This is an optimization exercise on Yosys and OpenROAD, whose aim is small area and few clock cycles per item, not a production implementation.
Function was checked by simulation only, so behaviour that the tests miss may differ from the original.
The flow treats the clock pin as an ideal source, which a real chip does not have.
Power and IR drop assume default switching activity.

Design light_dimmer_ramp_controller, start of the top module:
module light_dimmer_ramp_controller
(
    input  wire logic        i_clk,
    input  wire logic        i_rst_n,
    input  wire logic        in_valid,
    output logic             in_ready,
    input  wire logic        in_op,
    input  wire logic [1:0]  in_port,
    input  wire logic        in_payload_on,
    input  wire logic [15:0] in_level_value,
    input  wire logic        in_readback_ok,
    output logic             out_valid,
    input  wire logic        out_ready,
    output logic             out_write_valid,
    output logic      [15:0] out_write_level,
    output logic             out_ramp_running,
    input  wire logic        psel,
    input  wire logic        penable,
    input  wire logic        pwrite,
    input  wire logic [4:0]  paddr,
    input  wire logic [31:0] pwdata,
    output logic      [31:0] prdata,
    output logic             pready
);
Settings: LEC_CHECK=0, CAP_MARGIN=0, CORE_MARGIN=2, CORE_UTILIZATION=40, SLEW_MARGIN=0, SYNTH_HIERARCHICAL=1; clock period 15.0 ns.
standard.sh (not shown) runs the stock make flow with config.mk's settings and CLKGATE_MAP_FILE= SYNTH_SCRIPT=/design/flow/synth_recipe.tcl, a recipe that flattens the netlist after the stock synthesis.
==> flow/flow/run.sh <==
#!/bin/bash
# The standard layout (the standard.sh: ORFS synthesis through finish), with
# two changes:
#  - the buffer that global placement puts on each input and output port is the
#    smallest buffer cell instead of the one buffer_ports picks itself;
#  - clock tree synthesis builds the tree from clkbuf_8 cells and adds no dummy
#    loads (the tree is small: about 120 flip-flops).
set -euo pipefail
export BUFFER_PORTS_ARGS="-buffer_cell sky130_fd_sc_hd__buf_1"
export CTS_ARGS="-sink_clustering_enable -repair_clock_nets -buf_list sky130_fd_sc_hd__clkbuf_8 -dont_use_dummy_load"
bash standard.sh > standard.log 2>&1
Testbench counts at the start, summed over its fixed seeds: cycles 25,664, items 25,600.
Then changed:
CAP_MARGIN = 20   (was 0)
SLEW_MARGIN = 20   (was 0)
After rerunning: The new run finished clean. Wire length fell by about 0.5%. Non-clock buffer count stays the same. Via count rises by about 0.47%. Critical path depth stays the same. Worst setup slack gets better by 0.0047 ns. Clock skew hardly moves. Global-route usage hardly moves. Final cell count is about the same. Cell area stays flat.


Another version of the RTL of light_dimmer_ramp_controller (not shown whole).
Size: ~1500 cells after synthesis, about 0.015 sq mm of cells after synthesis.
Design light_dimmer_ramp_controller, start of the top module:
module light_dimmer_ramp_controller
(
    input  wire logic        i_clk,
    input  wire logic        i_rst_n,
    input  wire logic        in_valid,
    output logic             in_ready,
    input  wire logic        in_op,
    input  wire logic [1:0]  in_port,
    input  wire logic        in_payload_on,
    input  wire logic [15:0] in_level_value,
    input  wire logic        in_readback_ok,
    output logic             out_valid,
    input  wire logic        out_ready,
    output logic             out_write_valid,
    output logic      [15:0] out_write_level,
    output logic             out_ramp_running,
    input  wire logic        psel,
    input  wire logic        penable,
    input  wire logic        pwrite,
    input  wire logic [4:0]  paddr,
    input  wire logic [31:0] pwdata,
    output logic      [31:0] prdata,
    output logic             pready
);
    logic [1:0]  c_mode;
    logic        c_two;
    logic        c_onmax;
    logic [15:0] c_off;
    logic [15:0] c_min;
    logic [15:0] c_max;
    logic [15:0] c_step;
    logic [15:0] c_grow;
    logic [2:0]  w_idx;
    logic        w_wr;
    logic [7:0]  w_sel;
    assign w_idx  = paddr[4:2];
    assign w_wr   = psel && penable && pwrite;
    assign pready = 1'b1;
    always_comb begin
        for (int i = 0; i < 8; i++)
            w_sel[i] = (w_idx == 3'(i));
    end
    logic [7:0]  w_cen;
    logic [15:0] w_d0;      
    logic [15:0] w_d1;      
    assign w_d0  = pwdata[15:0] & {16{i_rst_n}};
    assign w_d1  = pwdata[15:0] | {16{!i_rst_n}};
    assign w_cen = {8{!i_rst_n}} | ({8{w_wr}} & w_sel);
  ...
export LEC_CHECK = 0
export CAP_MARGIN = 20
export CORE_MARGIN = 2
export CORE_UTILIZATION = 60
export SLEW_MARGIN = 20
export SYNTH_HIERARCHICAL = 1
create_clock -name core_clock -period 15.0 [get_ports {i_clk}]
==> flow/flow/run.sh <==
#!/bin/bash
# The standard layout (the standard.sh: ORFS synthesis through finish), with
# two changes:
#  - the buffer that global placement puts on each input and output port is the
#    smallest buffer cell instead of the one buffer_ports picks itself;
#  - clock tree synthesis builds the tree from clkbuf_4 and clkbuf_8 cells and adds no dummy
#    loads (the tree is small: about 120 flip-flops).
set -euo pipefail
export BUFFER_PORTS_ARGS="-buffer_cell sky130_fd_sc_hd__buf_1"
export CTS_ARGS="-sink_clustering_enable -repair_clock_nets -buf_list {sky130_fd_sc_hd__clkbuf_4 sky130_fd_sc_hd__clkbuf_8} -dont_use_dummy_load"
bash standard.sh > standard.log 2>&1
The starting point went through all stages and came out clean.
Testbench counts at the start, summed over its fixed seeds: cycles 25,664, items 25,600.
Then changed:
--- a/flow/flow/run.sh
+++ b/flow/flow/run.sh
@@ -6 +6 @@
-#  - clock tree synthesis builds the tree from clkbuf_4 and clkbuf_8 cells and adds no dummy
+#  - clock tree synthesis builds the tree from clkbuf_8 cells and adds no dummy
@@ -10 +10 @@
-export CTS_ARGS="-sink_clustering_enable -repair_clock_nets -buf_list {sky130_fd_sc_hd__clkbuf_4 sky130_fd_sc_hd__clkbuf_8} -dont_use_dummy_load"
+export CTS_ARGS="-sink_clustering_enable -repair_clock_nets -buf_list sky130_fd_sc_hd__clkbuf_8 -dont_use_dummy_load"
Settings changed: CAP_MARGIN 20 to 0, SLEW_MARGIN 20 to 0.
The changed run completed with no timing, DRC or antenna violations.
Design area hardly moves.
Core utilization is about the same.
Area after synthesis is unchanged.


== job 186 ==
Another version of the RTL of light_dimmer_ramp_controller (not shown whole).
Size: about 2,300 cells after synthesis, ~120 flip-flops, ~0.017 mm^2 of cells after synthesis.
Settings: LEC_CHECK=0, ABC_AREA=1, CAP_MARGIN=20, CORE_MARGIN=2, CORE_UTILIZATION=40, SLEW_MARGIN=20; clock period 15.0 ns.
run.sh (not shown) runs the stock make flow with config.mk's settings and CLKGATE_MAP_FILE= SYNTH_SCRIPT=/design/flow/synth_recipe.tcl, a recipe that flattens the netlist after the stock synthesis.
Stock flow here: none of the scripts above is used.
Testbench counts of job 186, summed over its fixed seeds: cycles 25,664, items 25,600.
The following lists how job 5298 was set up differently from job 186:
Settings: CTS_BUF_LIST newly set to sky130_fd_sc_hd__clkbuf_8; ABC_AREA removed (was 1); CTS_CLUSTER_SIZE newly set to 30.
==> comparison <==
Cmp job 5298 and job 186 / die width / higher: job 5298. [diff] overall power after layout, job 5298 relative to job 186: improvement. Global-route usage: job 5298 and job 186 compared, higher one is job 186. Job 5298 vs job 186 — worst hold slack across all endpoints dropped 13 ps. Area: job 5298 vs job 186 -> job 5298 larger. Job 186 has higher setup slack of the worst register-to-register path than job 5298. Comparing job 186 with job 5298, the sequential share of layout area came out essentially unchanged. Job 5298 has completed all stages; timing, DRC and antenna checks passed. Cell count | job 5298 below job 186.
Inputs modified between job 5298 and job 2652:
Settings: a deleted CTS_CLUSTER_SIZE that had been 30; a deleted CTS_BUF_LIST that had been sky130_fd_sc_hd__clkbuf_8.
## What came out
- First-pass GRT wire length of job 2652 exceeds that of job 5298 slightly.
- On leakage component of the power, job 2652 does worse than job 5298.
- Against job 5298, job 2652 reports a time the worst path needs with I/O delays and setup that is higher.
- Reg-to-reg setup timing slack (job 2652 over job 5298): decrease, 40 ps
- Diff job 5298 -> job 2652 | peak ir drop on the vdd network | up by more than a quarter
- Job 2652 against job 5298: clock group share of total power picked up an extra 6.4 points, power picked up an extra 0.11 mW, pin slew with the least headroom to its limit lost 24 ps, final cell utilization of the core picked up an extra 0.46 points, post-synthesis to final-layout area growth picked up an extra 1.1 points.


light_dimmer_ramp_controller, a different RTL version from the one above (not shown whole).
Size in the first run: roughly 1500 cells after synthesis, ~120 I/O pins.
## light_dimmer_ramp_controller
module light_dimmer_ramp_controller
(
    input  wire logic        i_clk,
    input  wire logic        i_rst_n,
    input  wire logic        in_valid,
    output logic             in_ready,
    input  wire logic        in_op,
    input  wire logic [1:0]  in_port,
    input  wire logic        in_payload_on,
    input  wire logic [15:0] in_level_value,
    input  wire logic        in_readback_ok,
    output logic             out_valid,
    input  wire logic        out_ready,
    output logic             out_write_valid,
    output logic      [15:0] out_write_level,
    output logic             out_ramp_running,
    input  wire logic        psel,
    input  wire logic        penable,
    input  wire logic        pwrite,
    input  wire logic [4:0]  paddr,
    input  wire logic [31:0] pwdata,
    output logic      [31:0] prdata,
    output logic             pready
);
==> flow/config.mk <==
export PLATFORM = sky130hd
export DESIGN_NAME = light_dimmer_ramp_controller
export DESIGN_NICKNAME = light_dimmer_ramp_controller
export VERILOG_FILES = /design/flow/design.v
export SDC_FILE = /design/flow/constraint.sdc
export NUM_CORES = 4
export LEC_CHECK = 0
export CAP_MARGIN = 0
export CORE_MARGIN = 2
export CORE_UTILIZATION = 60
export SLEW_MARGIN = 0
export SYNTH_HIERARCHICAL = 1
==> flow/constraint.sdc <==
create_clock -name core_clock -period 15.0 [get_ports {i_clk}]
set_input_delay 3.0000 -clock core_clock [delete_from_list [all_inputs] [get_ports {i_clk}]]
set_output_delay 3.0000 -clock core_clock [all_outputs]
set_load 0.01 [all_outputs]
standard.sh (not shown) runs the stock make flow with config.mk's settings and CLKGATE_MAP_FILE= SYNTH_SCRIPT=/design/flow/synth_recipe.tcl, a recipe that flattens the netlist after the stock synthesis.
==> flow/flow/run.sh <==
#!/bin/bash
# The standard layout (the standard.sh: ORFS synthesis through finish), with
# these changes:
#  - the buffer that global placement puts on each input and output port is the
#    smallest buffer cell instead of the one buffer_ports picks itself;
#  - clock tree synthesis builds the tree from clkbuf_4 cells and adds no dummy
#    loads (the tree is small: about 120 flip-flops); then clock_upsize.tcl
#    turns each clkbuf_4 whose loads would see too slow a clock edge into a
#    clkbuf_8, before routing;
#  - floorplanning keeps synthesis's tie cells instead of giving every load of
#    a constant its own tie cell.
set -euo pipefail
export BUFFER_PORTS_ARGS="-buffer_cell sky130_fd_sc_hd__buf_1"
export SKIP_REPAIR_TIE_FANOUT=1
export CTS_ARGS="-sink_clustering_enable -repair_clock_nets -buf_list sky130_fd_sc_hd__clkbuf_4 -dont_use_dummy_load"
bash standard.sh cts > standard_cts.log 2>&1
openroad -no_init -exit flow/clock_upsize.tcl > clock_upsize.log 2>&1
bash standard.sh > standard.log 2>&1
==> flow/flow/clock_upsize.tcl <==
# After clock tree synthesis: a clkbuf_4 of the clock tree whose loads would see
# a clock slew above 105 ps (estimated from placement) becomes a clkbuf_8; the
# cells are then legalized again and the result replaces 4_cts.odb.
set results orfs/results/sky130hd/light_dimmer_ramp_controller/base
read_liberty $::env(FLOW_HOME)/platforms/sky130hd/lib/sky130_fd_sc_hd__tt_025C_1v80.lib
read_db $results/4_cts.odb
read_sdc $results/4_cts.sdc
source $::env(FLOW_HOME)/platforms/sky130hd/setRC.tcl
estimate_parasitics -placement

set big [[ord::get_db] findMaster sky130_fd_sc_hd__clkbuf_8]
set n 0
foreach inst [[ord::get_db_block] getInsts] {
  if {[[$inst getMaster] getName] ne "sky130_fd_sc_hd__clkbuf_4"} { continue }
  set net [[$inst findITerm X] getNet]
  set worst 0
  foreach it [$net getITerms] {
    if {[$it isOutputSignal]} { continue }
    set p [get_pins "[[$it getInst] getName]/[[$it getMTerm] getName]"]
    set s [get_property $p slew_max]
    if {$s > $worst} { set worst $s }
  }
  if {$worst > 0.105} {
    puts "upsize [$inst getName]: worst load slew $worst ns"
    $inst swapMaster $big
    incr n
  }
}
puts "upsized $n clock buffers"
detailed_placement
check_placement -verbose
estimate_parasitics -placement
report_clock_skew
write_db $results/4_cts.odb
Testbench counts at the start, summed over its fixed seeds: cycles 25,664, items 25,600.
Rerun with:
==> flow/flow/run.sh (replaced) <==
#!/bin/bash
# The standard layout (the standard.sh: ORFS synthesis through finish), with
# two changes:
#  - the buffer that global placement puts on each input and output port is the
#    smallest buffer cell instead of the one buffer_ports picks itself;
#  - clock tree synthesis builds the tree from clkbuf_8 cells and adds no dummy
#    loads (the tree is small: about 120 flip-flops).
set -euo pipefail
export BUFFER_PORTS_ARGS="-buffer_cell sky130_fd_sc_hd__buf_1"
export CTS_ARGS="-sink_clustering_enable -repair_clock_nets -buf_list sky130_fd_sc_hd__clkbuf_8 -dont_use_dummy_load"
bash standard.sh > standard.log 2>&1
removed: flow/flow/clock_upsize.tcl
After rerunning: Clock-buffer cell count is unchanged. Setup slack got worse by 0.021 ns. Final area is higher by about 0.9%. Fmax stays flat. Global-route usage is lower by 0.12 points.
Rerun with:
==> flow/flow/run.sh (replaced) <==
#!/bin/bash
# The standard layout (the standard.sh: ORFS synthesis through finish), with
# these changes:
#  - the buffer that global placement puts on each input and output port is the
#    smallest buffer cell instead of the one buffer_ports picks itself;
#  - clock tree synthesis builds the tree from clkbuf_4 cells and adds no dummy
#    loads (the tree is small: about 120 flip-flops); then clock_upsize.tcl
#    turns each clkbuf_4 whose loads would see too slow a clock edge into a
#    clkbuf_8, before routing.
set -euo pipefail
export BUFFER_PORTS_ARGS="-buffer_cell sky130_fd_sc_hd__buf_1"
export CTS_ARGS="-sink_clustering_enable -repair_clock_nets -buf_list sky130_fd_sc_hd__clkbuf_4 -dont_use_dummy_load"
bash standard.sh cts > standard_cts.log 2>&1
openroad -no_init -exit flow/clock_upsize.tcl > clock_upsize.log 2>&1
bash standard.sh > standard.log 2>&1
==> flow/flow/clock_upsize.tcl (new file) <==
# After clock tree synthesis: a clkbuf_4 of the clock tree whose loads would see
# a clock slew above 105 ps (estimated from placement) becomes a clkbuf_8; the
# cells are then legalized again and the result replaces 4_cts.odb.
set results orfs/results/sky130hd/light_dimmer_ramp_controller/base
read_liberty $::env(FLOW_HOME)/platforms/sky130hd/lib/sky130_fd_sc_hd__tt_025C_1v80.lib
read_db $results/4_cts.odb
read_sdc $results/4_cts.sdc
source $::env(FLOW_HOME)/platforms/sky130hd/setRC.tcl
estimate_parasitics -placement

set big [[ord::get_db] findMaster sky130_fd_sc_hd__clkbuf_8]
set n 0
foreach inst [[ord::get_db_block] getInsts] {
  if {[[$inst getMaster] getName] ne "sky130_fd_sc_hd__clkbuf_4"} { continue }
  set net [[$inst findITerm X] getNet]
  set worst 0
  foreach it [$net getITerms] {
    if {[$it isOutputSignal]} { continue }
    set p [get_pins "[[$it getInst] getName]/[[$it getMTerm] getName]"]
    set s [get_property $p slew_max]
    if {$s > $worst} { set worst $s }
  }
  if {$worst > 0.105} {
    puts "upsize [$inst getName]: worst load slew $worst ns"
    $inst swapMaster $big
    incr n
  }
}
puts "upsized $n clock buffers"
detailed_placement
check_placement -verbose
estimate_parasitics -placement
report_clock_skew
write_db $results/4_cts.odb
The new run completed without violations.
Critical path depth does not change.
Non-clock buffer count stays the same.
Cell area went down slightly.
Worst setup slack is better by 0.015 ns.
Maximum frequency is about the same.

==> what the ideal ports hide <==
The results above use ideal ports. As a check the final layouts listed here were re-extracted and re-timed, cells and wires unchanged. Step 1: set_driving_cell puts a clkbuf_16 on i_clk and a buf_2 on each other input, an assumption about the parent block. Step 2 times the ports against the registers' clock, not the clock port: input delays grow and output delays shrink by t, the midpoint of the rising clock arrivals with the driver on. Slacks: ideal ports / drivers / drivers and shift; pairs: ideal ports / drivers.
run	t (ns)	slack for setup (ns)	hold slack, ns	worst setup path after step 2	slew at the worst register clock pin (ns)
the first run of note 1	0.478	1.543 / 1.556 / 1.078	0.536 / 0.536 / 0.536	input to register	0.07 / 0.07
the second run of note 1	0.475	1.548 / 1.560 / 1.085	0.535 / 0.535 / 0.535	input to register	0.07 / 0.07
the first run of note 2	0.497	1.637 / 1.659 / 1.161	0.533 / 0.533 / 0.533	input to register	0.08 / 0.08
the second run of note 2	0.495	1.729 / 1.750 / 1.255	0.530 / 0.530 / 0.530	input to register	0.08 / 0.08
job 186	0.473	1.896 / 1.916 / 1.443	0.487 / 0.487 / 0.487	input to register	0.07 / 0.07
job 5298	0.502	1.293 / 1.309 / 0.808	0.474 / 0.474 / 0.474	input to register	0.08 / 0.08
job 2652	0.466	1.205 / 1.223 / 0.758	0.473 / 0.473 / 0.473	input to register	0.06 / 0.06
the first run of note 4	0.446	1.968 / 1.987 / 1.541	0.538 / 0.538 / 0.538	input to register	0.10 / 0.10
the second run of note 4	0.488	1.947 / 1.969 / 1.480	0.527 / 0.527 / 0.527	input to register	0.09 / 0.09
the third run of note 4	0.456	1.962 / 1.981 / 1.525	0.535 / 0.535 / 0.535	input to register	0.10 / 0.10
After both steps setup and hold are still met in every run listed. For job 5298, which loses most, drivers alone change the setup slack by +0.016 ns; drivers and shift together by -0.485 ns.
